What follows belongs to an exercise in optimizing a design on an open flow for small area, a short achievable clock period and few clock cycles per item; a production flow would make more cautious choices. Only simulation tests tie the RTL to the original design; equivalence was not proved.

==> flow/design.v (outline; a module is shown in full before it is edited, if it fits) <==
// module mul_fa: 10 lines
// module mul_ha: 9 lines
// module mul_benc: 12 lines
// module mul_bsel: 10 lines
// module mul_acc_nn: 1906 lines
module mul_acc_nn
#(
  parameter int WIDTH = 64,
  parameter int DIGIT = 4
) (
  input  logic               clk,
  input  logic               rst,
  input  logic               start,
  input  logic [WIDTH-1:0]   ina,
  input  logic [WIDTH-1:0]   inb,
  input  logic               acc_en,
  input  logic [2*WIDTH-1:0] acc_in,
  output logic [2*WIDTH-1:0] result,
  output logic               carry,
  output logic               busy,
  output logic               done,
  output logic               ready_n
);
  // ...
==> flow/flow/run.sh <==
#!/bin/bash
# The standard layout (standard.sh), with three changes to how it is made:
#  - after synthesis, flow/downsize.tcl swaps the Booth select AOI cells to single drive;
#  - timing repair aims at a setup slack of SETUP_SLACK_MARGIN ns against the 11 ns clock,
#    so the resizer works toward a shorter period than the clock's;
#  - the ports are buffered by sky130_fd_sc_hd__buf_1 instead of the default delay buffer.
# The clock, the SDC and every other setting are the standard ones.  The make output goes
# to flow.log here; each ORFS step writes its own log under orfs/logs/.
set -euo pipefail
bash standard.sh SETUP_SLACK_MARGIN=6.9 \
  POST_SYNTH_TCL="$PWD/flow/downsize.tcl" \
  BUFFER_PORTS_ARGS="-buffer_cell sky130_fd_sc_hd__buf_1" finish > flow.log 2>&1
==> flow/flow/downsize.tcl <==
# Run after synthesis (POST_SYNTH_TCL): ABC maps the Booth select cell with a double-drive
# AOI; use the single-drive one.  Timing repair upsizes any instance that needs more.
set db [ord::get_db]
set from [$db findMaster sky130_fd_sc_hd__a22oi_2]
set to [$db findMaster sky130_fd_sc_hd__a22oi_1]
set n 0
foreach inst [[ord::get_db_block] getInsts] {
  if {[$inst getMaster] == $from} {
    $inst swapMaster $to
    incr n
  }
}
puts "downsize.tcl: $n a22oi_2 cells now a22oi_1"
==> flow/standard.sh <==
#!/bin/bash
# synth_recipe.tcl (not shown) runs the flow's synth.tcl, then flattens the netlist and writes it again
# the make line also repeats each setting of config.mk as NAME=value (left out here)
make -C /OpenROAD-flow-scripts/flow DESIGN_CONFIG=/design/flow/config.mk WORK_HOME=/design/flow/orfs CLKGATE_MAP_FILE= SYNTH_SCRIPT=/design/flow/synth_recipe.tcl "${@:-finish}"
==> flow/config.mk <==
export PLATFORM = sky130hd
export DESIGN_NAME = mul_acc_nn
export DESIGN_NICKNAME = mul_acc_nn
export VERILOG_FILES = /design/flow/design.v
export SDC_FILE = /design/flow/constraint.sdc
export NUM_CORES = 4
export LEC_CHECK = 0
export ABC_CLOCK_PERIOD_IN_PS = 3500
export CAP_MARGIN = 20
export CORE_MARGIN = 2
export CORE_UTILIZATION = 40
export PLACE_DENSITY = 0.6
export SLEW_MARGIN = 20
export SYNTH_HIERARCHICAL = 1
export SYNTH_MINIMUM_KEEP_SIZE = 0
==> flow/constraint.sdc <==
create_clock -name core_clock -period 11.0 [get_ports {clk}]
set_input_delay 2.2000 -clock core_clock [delete_from_list [all_inputs] [get_ports {clk}]]
set_output_delay 2.2000 -clock core_clock [all_outputs]
set_load 0.01 [all_outputs]
==> out/results.md, run 1 <==
Global route
- global-route met3 utilization: 8.85%
- fraction of met1 tracks used by global routing: 45.1%
- global-route usage over all layers: 32.3%
- via count of the first global-routing pass: 32381

Worst setup path
- most numerous cell on the critical path: or3_1
- startpoint types: flop
- startpoint of the worst register-to-register path: c_q[15]$_SDFF_PN0_
- cell type of the slowest stage on the worst timing path: ha_1
- required time worst endpoint: 11410 ps
- number of cells on the worst reg-to-reg path: 11
- Worst Setup SP: c_q[15]$_SDFF_PN0_

Timing
- final count of hold timing violations: 0
- Worst-Margin Slew: 1190 ps
- # setup viols final: 0
- worst hold margin: 468 ps

Placement
- Post-Place Cells: 5207
- port buffer count: 391
- half-perimeter wire length after placement: 124000 um

Clocking
- maximum level of the CTS H-tree: 2
- insertion delay of the later-clocked pin in the worst-skew pair: 700 ps
- Max Buffers Root-to-Sink: 3
- post_cts resized: 23

Finish
- area grow syn2layout: 14.4%
- most common cell after layout, fill and taps aside: xnor2_1
- register fraction of the total cell area: 23.0%
- Final Util: 46.3%
- area taken by multi-input logic gates: 28900 sq um
- fraction of standard cell area in multi-input logic: 63.4%
- top flop regs: c_q x67, s_q x67

Yosys
- Post-Syn Area per Cell: 11.2 sq um

Floorplanning
- Taps Inserted: 1287
- full die area: 102000 sq um
- Chip Width: 320 um

Drt
- average wire length per cell after detail routing: 31.5 um
- number of detailed-routing iterations run before antenna repair: 6

Outcome
- result of the run: complete, no violations

Testbench counts, summed over its fixed seeds: cycles 14,400, ops 2,400.
==> run 2: changes to the inputs <==
--- a/flow/flow/run.sh
+++ b/flow/flow/run.sh
@@ -7,6 +7,6 @@
 # The clock, the SDC and every other setting are the standard ones.  The make output goes
 # to flow.log here; each ORFS step writes its own log under orfs/logs/.
 set -euo pipefail
-bash standard.sh SETUP_SLACK_MARGIN=6.9 \
+bash standard.sh SETUP_SLACK_MARGIN=7.5 \
   POST_SYNTH_TCL="$PWD/flow/downsize.tcl" \
   BUFFER_PORTS_ARGS="-buffer_cell sky130_fd_sc_hd__buf_1" finish > flow.log 2>&1
==> out/results.md, run 2 <==
Outcome
- result of the run: complete, no violations, unchanged

Floorplanning
- FP Rows: 115, unchanged
- area of the core: 98700 sq um, unchanged
- full die area: 102000 sq um, unchanged
- vertical die dimension: 320 um, unchanged
- io pins: 392, unchanged
- Chip Width: 320 um, unchanged
- starting utilization of the core area: 40.5%, unchanged

Global route
- initial antenna violation count: 10, was 11
- wire length of the first global-routing pass: 258000 um, was 239000 um
- global-route met3 utilization: 11.6%, was 8.85%
- most crowded layer after global routing: met2, unchanged
- met2 Resource Use GR: 51.9%, was 48.7%
- maximum number of pins on one net before global-route repair: 87, unchanged
- fraction of met1 tracks used by global routing: 46.4%, was 45.1%
- global-route usage over all layers: 35.0%, was 32.3%
- via count of the first global-routing pass: 35104, was 32381
- sum of overflow across all layers after global routing: 0, unchanged

Clocking
- CTS clk-pin slew, worst paths: 60 ps, about the same
- root buffer cell: clkbuf_16, unchanged
- clock tree from TritonCTS: done, unchanged
- hold-fix buffers at CTS: 0, unchanged
- clk sinks: 423, unchanged
- Max Buffers Root-to-Sink: 3, unchanged
- insertion delay of the later-clocked pin in the worst-skew pair: 670 ps, was 700 ps
- maximum level of the CTS H-tree: 2, unchanged
- clock buffers created by TritonCTS: 51, was 52

Finish
- fill count: 8878, was 9372
- area grow syn2layout: 26.5%, was 14.4%
- register area: 10500 sq um, about the same
- top flop regs: c_q x67, s_q x67, unchanged
- layout cell share with drive strength beyond 1: 20.4%, was 7.11%
- number of nets at the end of the flow: 5238, was 5010
- highest-count cells in the layout ignoring fill and taps: xnor2_1, a22oi_1, fa_1, buf_1, nand2_1, unchanged
- area taken by multi-input logic gates: 30400 sq um, was 28900 sq um
- most common cell after layout, fill and taps aside: xnor2_1, unchanged

Drt
- wire length reported by the detailed router: 185000 um, was 169000 um
- post-route antenna net violation count: 0, unchanged
- via/cell ratio: 6.28, was 6.22
- Post-route DRC: 0, unchanged
- via count: 35192, was 33444
- number of design-rule violations left by the first detailed-router iteration: 4251, was 4664
- average wire length per cell after detail routing: 32.9 um, was 31.5 um
- number of detailed-routing iterations run before antenna repair: 6, unchanged

Timing
- Period Utilization, post-route: 33.5%, was 36.9%
- Max-Slew Margin vs Limit: 33.3%, was 20.6%
- RSZ-0062 raised after global routing: true, was false
- final count of hold timing violations: 0, unchanged
- Worst-Margin Slew: 972 ps, was 1190 ps
- Total Neg Setup Slack: 0 ps, unchanged
- # setup viols final: 0, unchanged
- setup clock skew after layout: 42.3 ps, was 34.8 ps
- Min Clock Period, post-route: 3680 ps, was 4060 ps
- maximum achievable frequency: 272 MHz, was 246 MHz
- crit path setup slack, layout: 7320 ps, was 6940 ps
- number of pins with negative max-slew slack in the final report: 0, unchanged

Placement
- routability-driven placement congestion ratio: 1.02, was 1.01
- port buffer count: 391, unchanged
- Setup Slack @ Placement: 6600 ps, was 5870 ps
- half-perimeter wire length after placement: 125000 um, was 124000 um

Worst setup path
- required time worst endpoint: 11550 ps, was 11410 ps
- arrival time of the worst setup path: 4230 ps, was 4470 ps
- category of the worst setup path capture point: flop, unchanged
- startpoint types: flop, unchanged
- classification of the worst setup path: flop to flop, unchanged
- worst-path maximum fanout: 9, was 8

Yosys
- Netlist Area Pre-Place: 39900 sq um, unchanged
- Post-Syn Area per Cell: 11.2 sq um, unchanged
- Yosys warning total: 7, unchanged
- synthesized netlist cell count: 3575, unchanged

Hold path
- class of the tightest hold or removal check: flop to flop, unchanged

Flow run
- total of max-cap violations: 0, unchanged

## run 2: cell count changes in the layout (fill, tap and decap cells not counted), moves of 68 or more
cell / previous run / this run
a22oi_2: 0 / 68
buf_4: 86 / 202
fa_1: 544 / 402
a22oi_1: 546 / 478
fa_2: 0 / 142
buf_12: 13 / 89
## run 2: timing repair
| item | CTS | global route |
|---|---|---|
| resized for setup | 279 | 219 |
| gates cloned | 5 | 10 |
| setup endpoints to repair | 299 | 205 |
| hold endpoints to repair | 0 | 0 |
| setup buffers | 245 | 47 |
| pin swaps | 50 | 88 |
## run 2: cell type report
cell class | instances | area share [%]
antenna | 3 | 0.0149
multi-input combinational | 3011 | 60.2
clock buffer | 67 | 2.95
tap | 1287 | 3.19
sequential | 423 | 20.9
clock inverter | 29 | 0.696
inverter | 50 | 0.381
timing repair buffer | 738 | 11.7
## run 2: critical path, stage by stage (launching register included)
cell and delay [ps]:
dfxtp_4 360, buf_12 160, buf_16 160, a22oi_2 190, xnor2_1 110, fa_1 590
fa_2 480, fa_2 360, fa_2 540, fa_2 430, and2_1 180
## run 2: layer usage
layer | routed length (um) | up-vias
met3 | 25900 | 540
met2 | 77800 | 2624
li1 | - | 14348
met5 | 46 | -
met4 | 11200 | 8
met1 | 69800 | 17672
## run 2: through the flow
step           hold slack (ps)  instance area (sq um)  util, %  cells
2_1_floorplan              465                  40300        -   3595
3_3_place_gp               452                  43100     43.7   5201
3_5_place_dp               464                  43100     43.7   5201
4_1_cts                    554                  49000     49.6   5547
5_1_grt                    596                  50500     51.2   5606
6_report                   555                  50500     51.2   5608
## run 2: worst paths after layout
path	start	slack [ps]	to	cells past startpoint
max	bone_q[0]$_DFF_P_	7320	c_q[25]$_SDFF_PN0_	10
min	l_q[42]$_DFFE_PP_	560	l_q[26]$_DFFE_PP_	2
max reg2reg	bone_q[0]$_DFF_P_	7320	c_q[25]$_SDFF_PN0_	10
min reg2reg	l_q[42]$_DFFE_PP_	560	l_q[26]$_DFFE_PP_	2
max in group asynchronous	rst	9070	busy$_DFF_PP0_	2
min in group asynchronous	rst	1530	done$_DFF_PP0_	2
==> run 3: changes to the inputs <==
--- a/flow/flow/run.sh
+++ b/flow/flow/run.sh
@@ -7,6 +7,6 @@
 # The clock, the SDC and every other setting are the standard ones.  The make output goes
 # to flow.log here; each ORFS step writes its own log under orfs/logs/.
 set -euo pipefail
-bash standard.sh SETUP_SLACK_MARGIN=7.5 \
+bash standard.sh SETUP_SLACK_MARGIN=7.2 \
   POST_SYNTH_TCL="$PWD/flow/downsize.tcl" \
   BUFFER_PORTS_ARGS="-buffer_cell sky130_fd_sc_hd__buf_1" finish > flow.log 2>&1
==> out/results.md, run 3 <==
Hold path
- start point of the worst min-delay path: ready_n$_DFFE_PP1P_, was l_q[42]$_DFFE_PP_
- Hold Crit Depth: 2, unchanged
- capture endpoint of the worst hold path: ready_n$_DFFE_PP1P_, was l_q[26]$_DFFE_PP_
- class of the tightest hold or removal check: flop to flop, unchanged

Worst setup path
- number of buffer and inverter stages on the critical path: 1, was 2
- startpoint of the worst register-to-register path: c_q[9]$_SDFF_PN0_, was bone_q[0]$_DFF_P_
- arrival time of the worst setup path: 1600 ps, was 4230 ps
- number of cells on the worst reg-to-reg path: 11, was 10
- CP top delay family: flip-flops, was adder cells
- classification of the worst setup path: flop to primary output, was flop to flop
- Slowest Stage Delay on Critical Path: 700 ps, was 590 ps
- cell type of the slowest stage on the worst timing path: edfxtp_1, was fa_1
- startpoint types: flop, unchanged
- cell breakdown of the critical path: buf_1, was buf_12, buf_16, a22oi_2, xnor2_1, fa_1, fa_2, fa_2, fa_2, fa_2, and2_1
- required time worst endpoint: 8800 ps, was 11550 ps
- category of the worst setup path capture point: primary output, was flop
- capturing point of the worst reg2reg path: r_q[60]$_DFFE_PP_, was c_q[25]$_SDFF_PN0_
- worst-path maximum fanout: 2, was 9
- flop2flop setup slack: 7230 ps, was 7320 ps

Global route
- via count of the first global-routing pass: 34482, was 35104
- sum of overflow across all layers after global routing: 0, unchanged
- wire length of the first global-routing pass: 252000 um, was 258000 um
- initial antenna violation count: 13, was 10
- global-route usage over all layers: 34.1%, was 35.0%
- maximum number of pins on one net before global-route repair: 94, was 87

Clocking
- clk sinks: 423, unchanged
- CTS clk-pin slew, worst paths: 70 ps, was 60 ps
- hold-fix buffers at CTS: 0, unchanged
- clock buffers created by TritonCTS: 53, was 51
- insertion delay of the later-clocked pin in the worst-skew pair: 670 ps, about the same
- root buffer cell: clkbuf_16, unchanged
- Max Buffers Root-to-Sink: 3, unchanged
- maximum level of the CTS H-tree: 2, unchanged
- clock tree from TritonCTS: done, unchanged

Timing
- # setup viols final: 0, unchanged
- maximum achievable frequency: 263 MHz, was 272 MHz
- Total Neg Setup Slack: 0 ps, unchanged
- Max-Slew Margin vs Limit: 10.6%, was 33.3%
- Min Clock Period, post-route: 3800 ps, was 3680 ps
- final count of hold timing violations: 0, unchanged
- setup clock skew after layout: 51.7 ps, was 42.3 ps
- Period Utilization, post-route: 34.5%, was 33.5%
- number of pins with negative max-slew slack in the final report: 0, unchanged
- RSZ-0062 raised after global routing: true, unchanged
- Worst-Margin Slew: 1300 ps, was 972 ps

Finish
- layout cell share with drive strength beyond 1: 11.1%, was 20.4%
- most common cell after layout, fill and taps aside: xnor2_1, unchanged
- Final Util: 48.5%, was 51.2%
- number of nets at the end of the flow: 5151, was 5238
- area grow syn2layout: 19.9%, was 26.5%
- highest-count cells in the layout ignoring fill and taps: xnor2_1, a22oi_1, fa_1, buf_1, nand2_1, unchanged
- top flop regs: c_q x67, s_q x67, unchanged

Floorplanning
- starting utilization of the core area: 40.5%, unchanged
- vertical die dimension: 320 um, unchanged
- Chip Width: 320 um, unchanged
- full die area: 102000 sq um, unchanged
- area of the core: 98700 sq um, unchanged
- io pins: 392, unchanged
- FP Rows: 115, unchanged

Drt
- number of design-rule violations left by the first detailed-router iteration: 4353, was 4251
- wire length reported by the detailed router: 178000 um, was 185000 um
- via/cell ratio: 6.28, about the same
- Post-route DRC: 0, unchanged
- via count: 34670, was 35192
- post-route antenna net violation count: 0, unchanged
- number of detailed-routing iterations run before antenna repair: 9, was 6
- average wire length per cell after detail routing: 32.3 um, was 32.9 um

Yosys
- Netlist Area Pre-Place: 39900 sq um, unchanged
- synthesized netlist cell count: 3575, unchanged
- Post-Syn Area per Cell: 11.2 sq um, unchanged
- Yosys warning total: 7, unchanged

Placement
- routability-driven placement congestion ratio: 1.01, was 1.02
- port buffer count: 391, unchanged
- half-perimeter wire length after placement: 125000 um, about the same

Outcome
- result of the run: complete, no violations, unchanged

Flow run
- total of max-cap violations: 0, unchanged

==> run 3: layout make-up <==
cell class | count | area (sq um)
fillers | 9171 | 50800
multi-input cells | 3011 | 29300
flip-flops and latches | 423 | 10500
repair buffers | 649 | 4410
well taps | 1287 | 1610
clock buffers | 63 | 1500
clock inverters | 37 | 359
inverters | 50 | 196
diodes | 1 | 2.50
==> run 3: metal layers <==
metal	global-route usage [%]	up-vias	share of wire (%)
met4	13.6	6	4.9
li1	-	14177	-
met1	46.0	17512	39
met5	0	-	0.020
met3	11.2	419	13
met2	50.5	2556	42
==> run 3: per-stage QoR <==
step	setup WS (ps)	cell area, sq um	instances	hold WS [ps]
floorplan	7210	40100	3595	465
global placement	5830	43000	5203	457
detailed placement	5750	43000	5203	460
CTS	7180	47000	5479	470
global route	7100	47900	5520	501
finish	7200	47900	5521	474
==> run 3: worst max path at each step <==
stage | start | to | slack, ps | cells past startpoint
2_1_floorplan | bneg_q[4]$_DFF_P_ | c_q[10]$_SDFF_PN0_ | 7210 | 6
3_3_place_gp | start | r_q[58]$_DFFE_PP_ | 5830 | 6
3_5_place_dp | start | r_q[58]$_DFFE_PP_ | 5750 | 6
4_1_cts | bone_q[0]$_DFF_P_ | s_q[9]$_DFF_P_ | 7180 | 9
5_1_grt | ls_q[0]$_SDFF_PN0_ | r_q[30]$_DFFE_PP_ | 7100 | 12
6_report | r_q[52]$_DFFE_PP_ | result[116] | 7200 | 1
==> run 3: repair_timing <==
action / CTS / global route
pin swaps: 2 / 16
setup endpoints to repair: 296 / 121
gates resized for setup: 87 / 53
setup buffers: 172 / 37
gates cloned: 4 / 4
==> run 4: changes to the inputs <==
--- a/flow/config.mk
+++ b/flow/config.mk
@@ -9,6 +9,8 @@
 export CAP_MARGIN = 20
 export CORE_MARGIN = 2
 export CORE_UTILIZATION = 40
+export CTS_BUF_LIST = sky130_fd_sc_hd__clkbuf_4 sky130_fd_sc_hd__clkbuf_8
+export CTS_CLUSTER_SIZE = 20
 export PLACE_DENSITY = 0.6
 export SLEW_MARGIN = 20
 export SYNTH_HIERARCHICAL = 1
==> out/results.md, run 4 <==
Drt
- via count: 35080, was 34670
- via/cell ratio: 6.28, about the same
- wire length reported by the detailed router: 182000 um, was 178000 um
- average wire length per cell after detail routing: 32.7 um, was 32.3 um
- post-route antenna net violation count: 0, unchanged
- number of design-rule violations left by the first detailed-router iteration: 4648, was 4353
- number of detailed-routing iterations run before antenna repair: 7, was 9
- Post-route DRC: 0, unchanged

Floorplanning
- full die area: 102000 sq um, unchanged
- area of the core: 98700 sq um, unchanged
- vertical die dimension: 320 um, unchanged
- FP Rows: 115, unchanged
- io pins: 392, unchanged
- Chip Width: 320 um, unchanged
- starting utilization of the core area: 40.5%, unchanged

Worst setup path
- category of the worst setup path capture point: primary output, unchanged
- Slowest Stage Delay on Critical Path: 660 ps, was 700 ps
- startpoint types: flop, unchanged
- flop2flop setup slack: 7200 ps, was 7230 ps
- CP top delay family: flip-flops, unchanged
- classification of the worst setup path: flop to primary output, unchanged
- cell breakdown of the critical path: buf_1, unchanged
- worst-path maximum fanout: 2, unchanged
- arrival time of the worst setup path: 1620 ps, was 1600 ps
- number of buffer and inverter stages on the critical path: 1, unchanged
- cell type of the slowest stage on the worst timing path: edfxtp_1, unchanged
- required time worst endpoint: 8800 ps, about the same

Finish
- register area: 10500 sq um, unchanged
- final std cell area, no fill: 48100 sq um, was 47900 sq um
- area taken by multi-input logic gates: 29300 sq um, about the same
- highest-count cells in the layout ignoring fill and taps: xnor2_1, a22oi_1, fa_1, buf_1, nand2_1, unchanged
- number of nets at the end of the flow: 5189, was 5151
- most common cell after layout, fill and taps aside: xnor2_1, unchanged
- layout cell share with drive strength beyond 1: 12.8%, was 11.1%
- area grow syn2layout: 20.4%, was 19.9%
- top flop regs: c_q x67, s_q x67, unchanged
- fill count: 9213, was 9171

Global route
- sum of overflow across all layers after global routing: 0, unchanged
- wire length of the first global-routing pass: 255000 um, was 252000 um
- via count of the first global-routing pass: 35023, was 34482
- global-route usage over all layers: 34.6%, was 34.1%
- initial antenna violation count: 13, unchanged
- maximum number of pins on one net before global-route repair: 94, unchanged

Clocking
- insertion delay of the later-clocked pin in the worst-skew pair: 770 ps, was 670 ps
- Max Buffers Root-to-Sink: 3, unchanged
- CTS clk-pin slew, worst paths: 60 ps, was 70 ps
- clock tree from TritonCTS: done, unchanged
- maximum level of the CTS H-tree: 3, was 2
- clk sinks: 423, unchanged
- clock buffers created by TritonCTS: 82, was 53
- root buffer cell: clkbuf_8, was clkbuf_16

Yosys
- Netlist Area Pre-Place: 39900 sq um, unchanged
- Post-Syn Area per Cell: 11.2 sq um, unchanged
- Yosys warning total: 7, unchanged
- synthesized netlist cell count: 3575, unchanged

Placement
- port buffer count: 391, unchanged
- instance area after placement: 43000 sq um, unchanged
- routability-driven placement congestion ratio: 1.01, unchanged
- half-perimeter wire length after placement: 125000 um, unchanged
- Setup Slack @ Placement: 5750 ps, unchanged

Hold path
- class of the tightest hold or removal check: flop to flop, unchanged

Timing
- final count of hold timing violations: 0, unchanged
- RSZ-0062 raised after global routing: true, unchanged
- crit path setup slack, layout: 7180 ps, was 7200 ps
- number of pins with negative max-slew slack in the final report: 0, unchanged
- Max-Slew Margin vs Limit: 22.7%, was 10.6%
- maximum achievable frequency: 262 MHz, was 263 MHz
- setup clock skew after layout: 46.3 ps, was 51.7 ps
- Worst-Margin Slew: 1130 ps, was 1300 ps
- # setup viols final: 0, unchanged
- Period Utilization, post-route: 34.7%, was 34.5%
- Min Clock Period, post-route: 3820 ps, was 3800 ps
- Total Neg Setup Slack: 0 ps, unchanged

Flow run
- total of max-cap violations: 0, unchanged

Outcome
- result of the run: complete, no violations, unchanged

run 4: worst paths after layout:
path	from	to	cells after the start
min in group asynchronous	rst	cnt[1]$_DFFE_PP0P_	2
setup reg to reg	btwo_q[0]$_DFF_P_	s_q[10]$_DFF_P_	10
hold / removal	ready_n$_DFFE_PP1P_	ready_n$_DFFE_PP1P_	2
setup / recovery	r_q[54]$_DFFE_PP_	result[118]	1
max in group asynchronous	rst	ready_n$_DFFE_PP1P_	2
hold reg to reg	ready_n$_DFFE_PP1P_	ready_n$_DFFE_PP1P_	2
run 4: worst min-delay path, stage by stage, from the launching register on:
cell and delay, ps:
dfstp_2 380, nand2_1 50, nand2_1 40
run 4: final cells by class:
class / instances / share of cell area, %
clock inverters: 35 / 0.736
flip-flops and latches: 423 / 21.9
diodes: 3 / 0.0156
repair buffers: 658 / 9.57
multi-input cells: 3011 / 61.0
well taps: 1287 / 3.35
clock buffers: 119 / 3.09
inverters: 50 / 0.408
run 4: timing repair:
item                       CTS  global route
resized for setup           80            76
setup endpoints to repair  267           173
buffers inserted           186            25
hold buffers                 0             0
pin swaps                    2            29
gates cloned                 6             8
run 4: stage by stage:
step                cells  hold slack, ps  utilization, %
floorplan            3595             465               -
finish               5586             468            48.7
detailed placement   5203             460            43.5
CTS                  5549             469            47.8
global placement     5203             457            43.5
global route         5584             500            48.7
run 4: metal layers:
layer,routed length (um),up-vias,part of all wire (%),GRT usage [%]
li1,-,14279,-,-
met1,71000,17694,39,46.0
met2,76300,2638,42,50.9
met3,24900,463,14,11.8
met4,10200,6,5.6,15.6
met5,40,-,0.022,0
==> run 5: changes to the inputs <==
--- a/flow/flow/run.sh
+++ b/flow/flow/run.sh
@@ -7,6 +7,6 @@
 # The clock, the SDC and every other setting are the standard ones.  The make output goes
 # to flow.log here; each ORFS step writes its own log under orfs/logs/.
 set -euo pipefail
-bash standard.sh SETUP_SLACK_MARGIN=7.2 \
+bash standard.sh SETUP_SLACK_MARGIN=7.1 \
   POST_SYNTH_TCL="$PWD/flow/downsize.tcl" \
   BUFFER_PORTS_ARGS="-buffer_cell sky130_fd_sc_hd__buf_1" finish > flow.log 2>&1
==> flow/config.mk (replaced) <==
export PLATFORM = sky130hd
export DESIGN_NAME = mul_acc_nn
export DESIGN_NICKNAME = mul_acc_nn
export VERILOG_FILES = /design/flow/design.v
export SDC_FILE = /design/flow/constraint.sdc
export NUM_CORES = 4
export LEC_CHECK = 0
export ABC_CLOCK_PERIOD_IN_PS = 3500
export CAP_MARGIN = 20
export CORE_MARGIN = 2
export CORE_UTILIZATION = 50
export PLACE_DENSITY = 0.65
export SLEW_MARGIN = 20
export SYNTH_HIERARCHICAL = 1
export SYNTH_MINIMUM_KEEP_SIZE = 0
==> out/results.md, run 5 <==
Global route
- global-route usage over all layers: 40.5%, was 34.6%
- wire length of the first global-routing pass: 240000 um, was 255000 um
- sum of overflow across all layers after global routing: 0, unchanged
- via count of the first global-routing pass: 33896, was 35023
- maximum number of pins on one net before global-route repair: 167, was 94
- initial antenna violation count: 14, was 13

Timing
- Total Neg Setup Slack: 0 ps, unchanged
- setup clock skew after layout: 58.1 ps, was 46.3 ps
- Max-Slew Margin vs Limit: 28.3%, was 22.7%
- number of pins with negative max-slew slack in the final report: 0, unchanged
- Period Utilization, post-route: 35.5%, was 34.7%
- final count of hold timing violations: 0, unchanged
- worst hold margin: 463 ps, was 468 ps
- Min Clock Period, post-route: 3900 ps, was 3820 ps
- # setup viols final: 0, unchanged
- Worst-Margin Slew: 1050 ps, was 1130 ps
- maximum achievable frequency: 256 MHz, was 262 MHz
- RSZ-0062 raised after global routing: true, unchanged

Clocking
- root buffer cell: clkbuf_16, was clkbuf_8
- CTS clk-pin slew, worst paths: 70 ps, was 60 ps
- insertion delay of the later-clocked pin in the worst-skew pair: 680 ps, was 770 ps
- clk sinks: 423, unchanged
- Max Buffers Root-to-Sink: 3, unchanged
- clock tree from TritonCTS: done, unchanged
- clock buffers created by TritonCTS: 53, was 82
- maximum level of the CTS H-tree: 2, was 3

Hold path
- Hold Crit Depth: 2, unchanged
- class of the tightest hold or removal check: flop to flop, unchanged

Worst setup path
- classification of the worst setup path: input port to flop, was flop to primary output
- capturing point of the worst reg2reg path: s_q[26]$_DFF_P_, was s_q[10]$_DFF_P_
- number of buffer and inverter stages on the critical path: 3, was 1
- required time worst endpoint: 11570 ps, was 8800 ps
- startpoint of the worst register-to-register path: bone_q[0]$_DFF_P_, was btwo_q[0]$_DFF_P_
- Worst Setup SP: acc_en, was r_q[54]$_DFFE_PP_
- worst-path maximum fanout: 65, was 2
- cell type of the slowest stage on the worst timing path: buf_4, was edfxtp_1
- startpoint types: input port, was flop
- category of the worst setup path capture point: flop, was primary output
- CP top delay family: buffers and inverters, was flip-flops
- arrival time of the worst setup path: 4470 ps, was 1620 ps
- Slowest Stage Delay on Critical Path: 850 ps, was 660 ps
- instance count on the critical path: 5, was 1
- most numerous cell on the critical path: buf_4
- cell breakdown of the critical path: buf_1, buf_4, nor2b_4, buf_4, a22o_1, was buf_1
- number of cells on the worst reg-to-reg path: 10, unchanged
- flop2flop setup slack: 7130 ps, was 7200 ps
- worst setup path endpoint: s_q[44]$_DFF_P_, was result[118]

Finish
- final std cell area, no fill: 46900 sq um, was 48100 sq um
- top flop regs: c_q x67, s_q x67, unchanged
- layout cell share with drive strength beyond 1: 9.55%, was 12.8%
- highest-count cells in the layout ignoring fill and taps: xnor2_1, a22oi_1, fa_1, buf_1, nand2_1, unchanged
- number of nets at the end of the flow: 5097, was 5189
- most common cell after layout, fill and taps aside: xnor2_1, unchanged
- count of non-filler cells in the finished layout: 5234, was 5586
- fill count: 6809, was 9213
- area grow syn2layout: 17.4%, was 20.4%

Floorplanning
- starting utilization of the core area: 50.5%, was 40.5%
- io pins: 392, unchanged
- FP Rows: 103, was 115
- area of the core: 79000 sq um, was 98700 sq um
- vertical die dimension: 287 um, was 320 um
- Chip Width: 287 um, was 320 um
- full die area: 82100 sq um, was 102000 sq um

Drt
- post-route antenna net violation count: 0, unchanged
- wire length reported by the detailed router: 173000 um, was 182000 um
- number of design-rule violations left by the first detailed-router iteration: 4641, was 4648
- Post-route DRC: 0, unchanged
- average wire length per cell after detail routing: 33.0 um, was 32.7 um
- number of detailed-routing iterations run before antenna repair: 8, was 7
- via count: 34278, was 35080
- via/cell ratio: 6.55, was 6.28

Outcome
- result of the run: complete, no violations, unchanged

Placement
- port buffer count: 391, unchanged
- instance area after placement: 42700 sq um, was 43000 sq um
- Post-Place Cells: 4962, was 5203
- routability-driven placement congestion ratio: 1.02, was 1.01
- half-perimeter wire length after placement: 119000 um, was 125000 um

Yosys
- synthesized netlist cell count: 3575, unchanged
- Yosys warning total: 7, unchanged
- Post-Syn Area per Cell: 11.2 sq um, unchanged
- Netlist Area Pre-Place: 39900 sq um, unchanged

Flow run
- total of max-cap violations: 0, unchanged

run 5: final cells by class:
type / instances / area (sq um) / area share (%)
antenna: 5 / 12.5 / 0.0267
clock buffer: 70 / 1610 / 3.43
sequential: 423 / 10500 / 22.4
timing repair buffer: 597 / 3780 / 8.07
inverter: 50 / 193 / 0.411
tap: 1050 / 1310 / 2.80
multi-input combinational: 3009 / 29100 / 62.0
clock inverter: 30 / 377 / 0.804
run 5: how the worst min path moves through the flow:
stage                         from                   to  slack (ps)
5_1_grt        ready_n$_DFFE_PP1P_  ready_n$_DFFE_PP1P_         470
3_3_place_gp   ready_n$_DFFE_PP1P_  ready_n$_DFFE_PP1P_         440
6_report       ready_n$_DFFE_PP1P_  ready_n$_DFFE_PP1P_         460
4_1_cts        ready_n$_DFFE_PP1P_  ready_n$_DFFE_PP1P_         460
3_5_place_dp   ready_n$_DFFE_PP1P_  ready_n$_DFFE_PP1P_         450
2_1_floorplan  ready_n$_DFFE_PP1P_  ready_n$_DFFE_PP1P_         460
run 5: worst min-delay path: stages, from the launching register on:
cell and delay (ps):
dfstp_2 370, nand2_1 50, nand2_1 50
run 5: repair_timing:
| item | CTS | global route |
|---|---|---|
| buffers inserted | 109 | 54 |
| hold buffers | 0 | 0 |
| setup endpoints to repair | 149 | 131 |
| gates resized for setup | 40 | 37 |
| pin swaps | 1 | 7 |
| gates cloned | 0 | 4 |
run 5: stage by stage:
| step | utilization [%] | worst slack, ps |
|---|---|---|
| floorplan | - | 7120 |
| global placement | 54.0 | 6220 |
| detailed placement | 54.0 | 6530 |
| CTS | 58.1 | 7090 |
| global route | 59.3 | 7040 |
| finish | 59.3 | 7100 |
run 5: routing by layer:
| metal | part of all wire [%] | wire length [um] | GRT usage (%) |
|---|---|---|---|
| met1 | 38 | 65200 | 54.4 |
| met3 | 14 | 23300 | 11.5 |
| met4 | 6.5 | 11300 | 21.4 |
| met5 | 0.045 | 78 | 0 |
| met2 | 42 | 72700 | 59.5 |
==> run 6: changes to the inputs <==
--- a/flow/flow/run.sh
+++ b/flow/flow/run.sh
@@ -7,6 +7,6 @@
 # The clock, the SDC and every other setting are the standard ones.  The make output goes
 # to flow.log here; each ORFS step writes its own log under orfs/logs/.
 set -euo pipefail
-bash standard.sh SETUP_SLACK_MARGIN=7.1 \
+bash standard.sh SETUP_SLACK_MARGIN=7.35 \
   POST_SYNTH_TCL="$PWD/flow/downsize.tcl" \
   BUFFER_PORTS_ARGS="-buffer_cell sky130_fd_sc_hd__buf_1" finish > flow.log 2>&1
==> out/results.md, run 6 <==
Clocking
- CTS clk-pin slew, worst paths: 60 ps, was 70 ps
- Max Buffers Root-to-Sink: 3, unchanged
- clock tree from TritonCTS: done, unchanged
- clock buffers created by TritonCTS: 52, was 53
- root buffer cell: clkbuf_16, unchanged
- hold-fix buffers at CTS: 0, unchanged
- insertion delay of the later-clocked pin in the worst-skew pair: 670 ps, was 680 ps
- clk sinks: 423, unchanged
- maximum level of the CTS H-tree: 2, unchanged

Worst setup path
- capturing point of the worst reg2reg path: c_q[2]$_SDFF_PN0_, was s_q[26]$_DFF_P_
- flop2flop setup slack: 7230 ps, was 7130 ps
- startpoint of the worst register-to-register path: bone_q[0]$_DFF_P_, unchanged
- arrival time of the worst setup path: 4320 ps, was 4470 ps
- worst-path maximum fanout: 8, was 65
- category of the worst setup path capture point: flop, unchanged
- classification of the worst setup path: flop to flop, was input port to flop
- number of cells on the worst reg-to-reg path: 11, was 10
- startpoint types: flop, was input port
- required time worst endpoint: 11550 ps, was 11570 ps

Global route
- fraction of met1 tracks used by global routing: 55.7%, was 54.4%
- maximum number of pins on one net before global-route repair: 79, was 167
- global-route usage over all layers: 43.1%, was 40.5%
- sum of overflow across all layers after global routing: 0, unchanged
- initial antenna violation count: 14, unchanged
- most crowded layer after global routing: met2, unchanged
- via count of the first global-routing pass: 34873, was 33896
- met2 Resource Use GR: 62.8%, was 59.5%
- wire length of the first global-routing pass: 252000 um, was 240000 um
- global-route met3 utilization: 15.4%, was 11.5%

Drt
- via/cell ratio: 6.60, was 6.55
- post-route antenna net violation count: 0, unchanged
- average wire length per cell after detail routing: 33.7 um, was 33.0 um
- number of detailed-routing iterations run before antenna repair: 8, unchanged
- number of design-rule violations left by the first detailed-router iteration: 4996, was 4641
- via count: 35289, was 34278
- wire length reported by the detailed router: 180000 um, was 173000 um
- Post-route DRC: 0, unchanged

Hold path
- capture endpoint of the worst hold path: ready_n$_DFFE_PP1P_, unchanged
- start point of the worst min-delay path: ready_n$_DFFE_PP1P_, unchanged
- class of the tightest hold or removal check: flop to flop, unchanged
- Hold Crit Depth: 2, unchanged

Yosys
- Netlist Area Pre-Place: 39900 sq um, unchanged
- Post-Syn Area per Cell: 11.2 sq um, unchanged
- synthesized netlist cell count: 3575, unchanged
- Yosys warning total: 7, unchanged

Floorplanning
- full die area: 82100 sq um, unchanged
- FP Rows: 103, unchanged
- io pins: 392, unchanged
- starting utilization of the core area: 50.5%, unchanged
- Chip Width: 287 um, unchanged
- area of the core: 79000 sq um, unchanged
- vertical die dimension: 287 um, unchanged

Placement
- half-perimeter wire length after placement: 120000 um, was 119000 um
- Post-Place Cells: 4962, unchanged
- routability-driven placement congestion ratio: 1.05, was 1.02
- instance area after placement: 42700 sq um, about the same
- port buffer count: 391, unchanged

Timing
- # setup viols final: 0, unchanged
- Max-Slew Margin vs Limit: 38.8%, was 28.3%
- maximum achievable frequency: 265 MHz, was 256 MHz
- Min Clock Period, post-route: 3770 ps, was 3900 ps
- Period Utilization, post-route: 34.3%, was 35.5%
- Total Neg Setup Slack: 0 ps, unchanged
- final count of hold timing violations: 0, unchanged
- RSZ-0062 raised after global routing: true, unchanged
- setup clock skew after layout: 71.3 ps, was 58.1 ps
- Worst-Margin Slew: 892 ps, was 1050 ps
- number of pins with negative max-slew slack in the final report: 0, unchanged

Finish
- number of nets at the end of the flow: 5213, was 5097
- area grow syn2layout: 23.6%, was 17.4%
- count of non-filler cells in the finished layout: 5348, was 5234
- layout cell share with drive strength beyond 1: 18.0%, was 9.55%
- top flop regs: c_q x67, s_q x67, unchanged
- fill count: 6417, was 6809
- most common cell after layout, fill and taps aside: xnor2_1, unchanged
- highest-count cells in the layout ignoring fill and taps: xnor2_1, a22oi_1, fa_1, buf_1, nand2_1, unchanged
- final std cell area, no fill: 49300 sq um, was 46900 sq um

Flow run
- total of max-cap violations: 0, unchanged

Outcome
- result of the run: complete, no violations, unchanged

[run 6: metal layers]
layer	share of wire [%]	routed length, um
met5	0.056	101
met3	15	26900
met2	42	75300
met1	36	65000
met4	7.3	13100
[run 6: worst max-delay path: stages, from the launching register on]
cell and delay (ps):
dfxtp_4 370, buf_12 150, buf_6 120, buf_12 150, a22oi_2 180, xnor2_1 110
fa_1 590, fa_1 470, fa_2 360, fa_2 540, fa_1 420, and2_1 170
[run 6: worst max-delay path by stage]
| stage | from | endpoint | slack, ps | depth (start not counted) |
|---|---|---|---|---|
| 2_1_floorplan | start | l_q[0]$_DFFE_PP_ | 7360 | 2 |
| 3_3_place_gp | start | r_q[48]$_DFFE_PP_ | 6610 | 4 |
| 3_5_place_dp | start | r_q[58]$_DFFE_PP_ | 6570 | 6 |
| 4_1_cts | a_q[59]$_DFFE_PN_ | c_q[44]$_SDFF_PN0_ | 7240 | 9 |
| 5_1_grt | bone_q[0]$_DFF_P_ | c_q[2]$_SDFF_PN0_ | 7160 | 11 |
| 6_report | bone_q[0]$_DFF_P_ | c_q[2]$_SDFF_PN0_ | 7230 | 11 |
[run 6: cell type report]
| class | count | area (sq um) | area share, % |
|---|---|---|---|
| inverters | 50 | 193 | 0.391 |
| clock buffers | 78 | 1600 | 3.24 |
| well taps | 1050 | 1310 | 2.66 |
| repair buffers | 714 | 5350 | 10.8 |
| diodes | 5 | 12.5 | 0.0254 |
| multi-input cells | 3009 | 30200 | 61.2 |
| flip-flops and latches | 423 | 10500 | 21.3 |
| clock inverters | 19 | 164 | 0.332 |
[run 6: what timing repair did]
item                                    in CTS  in global routing
pin swaps                                   85                132
setup buffers                              236                 37
endpoints found under the setup margin     253                156
resized for setup                          211                196
cloned                                       4                  7
[run 6: through the flow]
step | hold WS (ps) | setup WS, ps | utilization, %
final | 548 | 7230 | 62.5
after CTS | 549 | 7240 | 60.8
after detailed placement | 533 | 6570 | 54.0
after floorplan | 465 | 7360 | -
after global placement | 528 | 6610 | 54.0
after global routing | 570 | 7160 | 62.4
==> run 7: changes to the inputs <==
--- a/flow/flow/run.sh
+++ b/flow/flow/run.sh
@@ -7,6 +7,6 @@
 # The clock, the SDC and every other setting are the standard ones.  The make output goes
 # to flow.log here; each ORFS step writes its own log under orfs/logs/.
 set -euo pipefail
-bash standard.sh SETUP_SLACK_MARGIN=7.35 \
+bash standard.sh SETUP_SLACK_MARGIN=7.2 \
   POST_SYNTH_TCL="$PWD/flow/downsize.tcl" \
   BUFFER_PORTS_ARGS="-buffer_cell sky130_fd_sc_hd__buf_1" finish > flow.log 2>&1
==> out/results.md, run 7 <==
Clocking
- insertion delay of the later-clocked pin in the worst-skew pair: 650 ps, was 670 ps
- CTS clk-pin slew, worst paths: 60 ps, about the same
- clk sinks: 423, unchanged
- clock buffers created by TritonCTS: 51, was 52
- root buffer cell: clkbuf_16, unchanged
- hold-fix buffers at CTS: 0, unchanged
- clock tree from TritonCTS: done, unchanged
- maximum level of the CTS H-tree: 2, unchanged
- Max Buffers Root-to-Sink: 3, unchanged

Floorplanning
- vertical die dimension: 287 um, unchanged
- Chip Width: 287 um, unchanged
- starting utilization of the core area: 50.5%, unchanged
- FP Rows: 103, unchanged
- full die area: 82100 sq um, unchanged
- area of the core: 79000 sq um, unchanged
- io pins: 392, unchanged

Global route
- sum of overflow across all layers after global routing: 0, unchanged
- maximum number of pins on one net before global-route repair: 88, was 79
- met2 Resource Use GR: 61.6%, was 62.8%
- initial antenna violation count: 15, was 14
- global-route met3 utilization: 13.8%, was 15.4%
- fraction of met1 tracks used by global routing: 54.1%, was 55.7%
- global-route usage over all layers: 41.5%, was 43.1%
- wire length of the first global-routing pass: 244000 um, was 252000 um
- most crowded layer after global routing: met2, unchanged
- via count of the first global-routing pass: 34337, was 34873

Finish
- area grow syn2layout: 18.3%, was 23.6%
- final std cell area, no fill: 47200 sq um, was 49300 sq um
- highest-count cells in the layout ignoring fill and taps: xnor2_1, a22oi_1, fa_1, buf_1, nand2_1, unchanged
- number of nets at the end of the flow: 5122, was 5213
- Final Util: 59.8%, was 62.5%
- top flop regs: c_q x67, s_q x67, unchanged
- layout cell share with drive strength beyond 1: 10.1%, was 18.0%
- most common cell after layout, fill and taps aside: xnor2_1, unchanged

Timing
- Period Utilization, post-route: 34.5%, was 34.3%
- Min Clock Period, post-route: 3800 ps, was 3770 ps
- RSZ-0062 raised after global routing: true, unchanged
- final count of hold timing violations: 0, unchanged
- Max-Slew Margin vs Limit: 23.4%, was 38.8%
- Worst-Margin Slew: 1120 ps, was 892 ps
- maximum achievable frequency: 263 MHz, was 265 MHz
- # setup viols final: 0, unchanged
- number of pins with negative max-slew slack in the final report: 0, unchanged
- Total Neg Setup Slack: 0 ps, unchanged
- setup clock skew after layout: 33.0 ps, was 71.3 ps

Flow run
- total of max-cap violations: 0, unchanged

Worst setup path
- startpoint of the worst register-to-register path: s_q[16]$_DFF_P_, was bone_q[0]$_DFF_P_
- capturing point of the worst reg2reg path: r_q[63]$_DFFE_PP_, was c_q[2]$_SDFF_PN0_
- cell breakdown of the critical path: ha_4, nand4_4, or3_1, or3_4, or3_1, o22ai_4, o21ai_2, a211o_1, a31o_1, o311a_1, was buf_12, buf_6, buf_12, a22oi_2, xnor2_1, fa_1, fa_1, fa_2, fa_2, fa_1, and2_1
- startpoint types: flop, unchanged
- worst-path maximum fanout: 7, was 8
- category of the worst setup path capture point: flop, unchanged
- flop2flop setup slack: 7200 ps, was 7230 ps
- most numerous cell on the critical path: or3_1, was fa_1
- required time worst endpoint: 11380 ps, was 11550 ps
- number of cells on the worst reg-to-reg path: 10, was 11
- cell type of the slowest stage on the worst timing path: dfxtp_1, was fa_1
- Slowest Stage Delay on Critical Path: 620 ps, was 590 ps
- arrival time of the worst setup path: 4180 ps, was 4320 ps
- classification of the worst setup path: flop to flop, unchanged

Drt
- post-route antenna net violation count: 0, unchanged
- via/cell ratio: 6.63, was 6.60
- average wire length per cell after detail routing: 33.9 um, was 33.7 um
- via count: 34830, was 35289
- number of detailed-routing iterations run before antenna repair: 7, was 8
- Post-route DRC: 0, unchanged
- number of design-rule violations left by the first detailed-router iteration: 4356, was 4996
- wire length reported by the detailed router: 178000 um, was 180000 um

Placement
- routability-driven placement congestion ratio: 1.05, about the same
- half-perimeter wire length after placement: 120000 um, about the same
- instance area after placement: 42700 sq um, about the same
- port buffer count: 391, unchanged

Hold path
- capture endpoint of the worst hold path: ready_n$_DFFE_PP1P_, unchanged
- start point of the worst min-delay path: ready_n$_DFFE_PP1P_, unchanged
- class of the tightest hold or removal check: flop to flop, unchanged
- Hold Crit Depth: 2, unchanged

Yosys
- synthesized netlist cell count: 3575, unchanged
- Post-Syn Area per Cell: 11.2 sq um, unchanged
- Yosys warning total: 7, unchanged
- Netlist Area Pre-Place: 39900 sq um, unchanged

Outcome
- result of the run: complete, no violations, unchanged

[run 7: critical path: cells and delay by family (launching register included)]
kind | cells | cell delay, ps
AOI/OAI and AO/OA | 5 | 1360
and+or+nand+nor | 4 | 1260
DFF | 1 | 620
adders and majority gates | 1 | 290
[run 7: metrics by stage]
stage	setup WS (ps)	cells	hold slack, ps
floorplan	7210	3595	465
global route	7170	5253	494
CTS	7080	5208	461
finish	7200	5257	466
global placement	6270	4964	445
detailed placement	6200	4964	453
[run 7: final cells by class]
| cell class | count | area [sq um] |
|---|---|---|
| fillers | 6735 | 31800 |
| multi-input cells | 3009 | 29100 |
| flip-flops and latches | 423 | 10500 |
| repair buffers | 624 | 4310 |
| clock buffers | 64 | 1380 |
| well taps | 1050 | 1310 |
| clock inverters | 32 | 355 |
| inverters | 50 | 196 |
| diodes | 5 | 12.5 |
[run 7: worst max-delay path by stage]
stage	from	end	slack, ps
final	s_q[16]$_DFF_P_	r_q[63]$_DFFE_PP_	7200
after global routing	bone_q[0]$_DFF_P_	s_q[12]$_DFF_P_	7170
after CTS	s_q[5]$_DFF_P_	r_q[57]$_DFFE_PP_	7080
after detailed placement	busy$_DFF_PP0_	r_q[43]$_DFFE_PP_	6200
after global placement	busy$_DFF_PP0_	r_q[42]$_DFFE_PP_	6270
after floorplan	bneg_q[4]$_DFF_P_	c_q[10]$_SDFF_PN0_	7210
[run 7: timing repair]
item | 4_1_cts | 5_1_grt
gates cloned | 0 | 7
endpoints found under the setup margin | 295 | 117
pin swaps | 1 | 9
setup buffers | 148 | 36
gates resized for setup | 63 | 54
[run 7: per-layer routing]
metal	vias to the layer above	share of wire [%]
met5	-	0.043
met4	12	6.9
met3	602	14
met2	2848	42
met1	17263	37
li1	14105	-

what the ideal ports hide:
The results above use ideal ports. As a check the final layouts listed here were re-extracted and re-timed, cells and wires unchanged.
Step 1, drivers: a clkbuf_16 drives clk and a buf_2 each remaining input, both assumed.
Step 2 also shifts input and output timing later by t, the mid clock arrival at the registers, as if the neighbouring blocks saw the same clock.
Slacks: ideal / step 1 / step 2; pairs: ideal / step 1.
run	shift t [ns]	setup slack, ns	worst hold slack (ns)	latest minus earliest clock arrival (ns)	slew at the worst register clock pin (ns)
run 1	0.748	6.942 / 6.942 / 6.485	0.468 / 0.468 / 0.468	0.035 / 0.035	0.07 / 0.07
run 2	0.718	7.318 / 7.289 / 6.778	0.555 / 0.555 / 0.555	0.044 / 0.045	0.07 / 0.07
run 3	0.716	7.204 / 7.134 / 6.627	0.474 / 0.474 / 0.474	0.055 / 0.055	0.07 / 0.07
run 4	0.820	7.185 / 7.115 / 6.583	0.468 / 0.468 / 0.468	0.049 / 0.048	0.07 / 0.07
run 5	0.727	7.097 / 7.129 / 6.421	0.463 / 0.463 / 0.463	0.058 / 0.058	0.07 / 0.07
run 6	0.704	7.231 / 7.231 / 6.821	0.548 / 0.548 / 0.548	0.071 / 0.071	0.07 / 0.07
run 7	0.711	7.200 / 7.151 / 6.791	0.466 / 0.466 / 0.466	0.034 / 0.034	0.07 / 0.07
After both steps setup and hold are still met in every run listed. For run 5, which loses most, drivers alone change the setup slack by +0.032 ns; drivers and shift together by -0.676 ns.
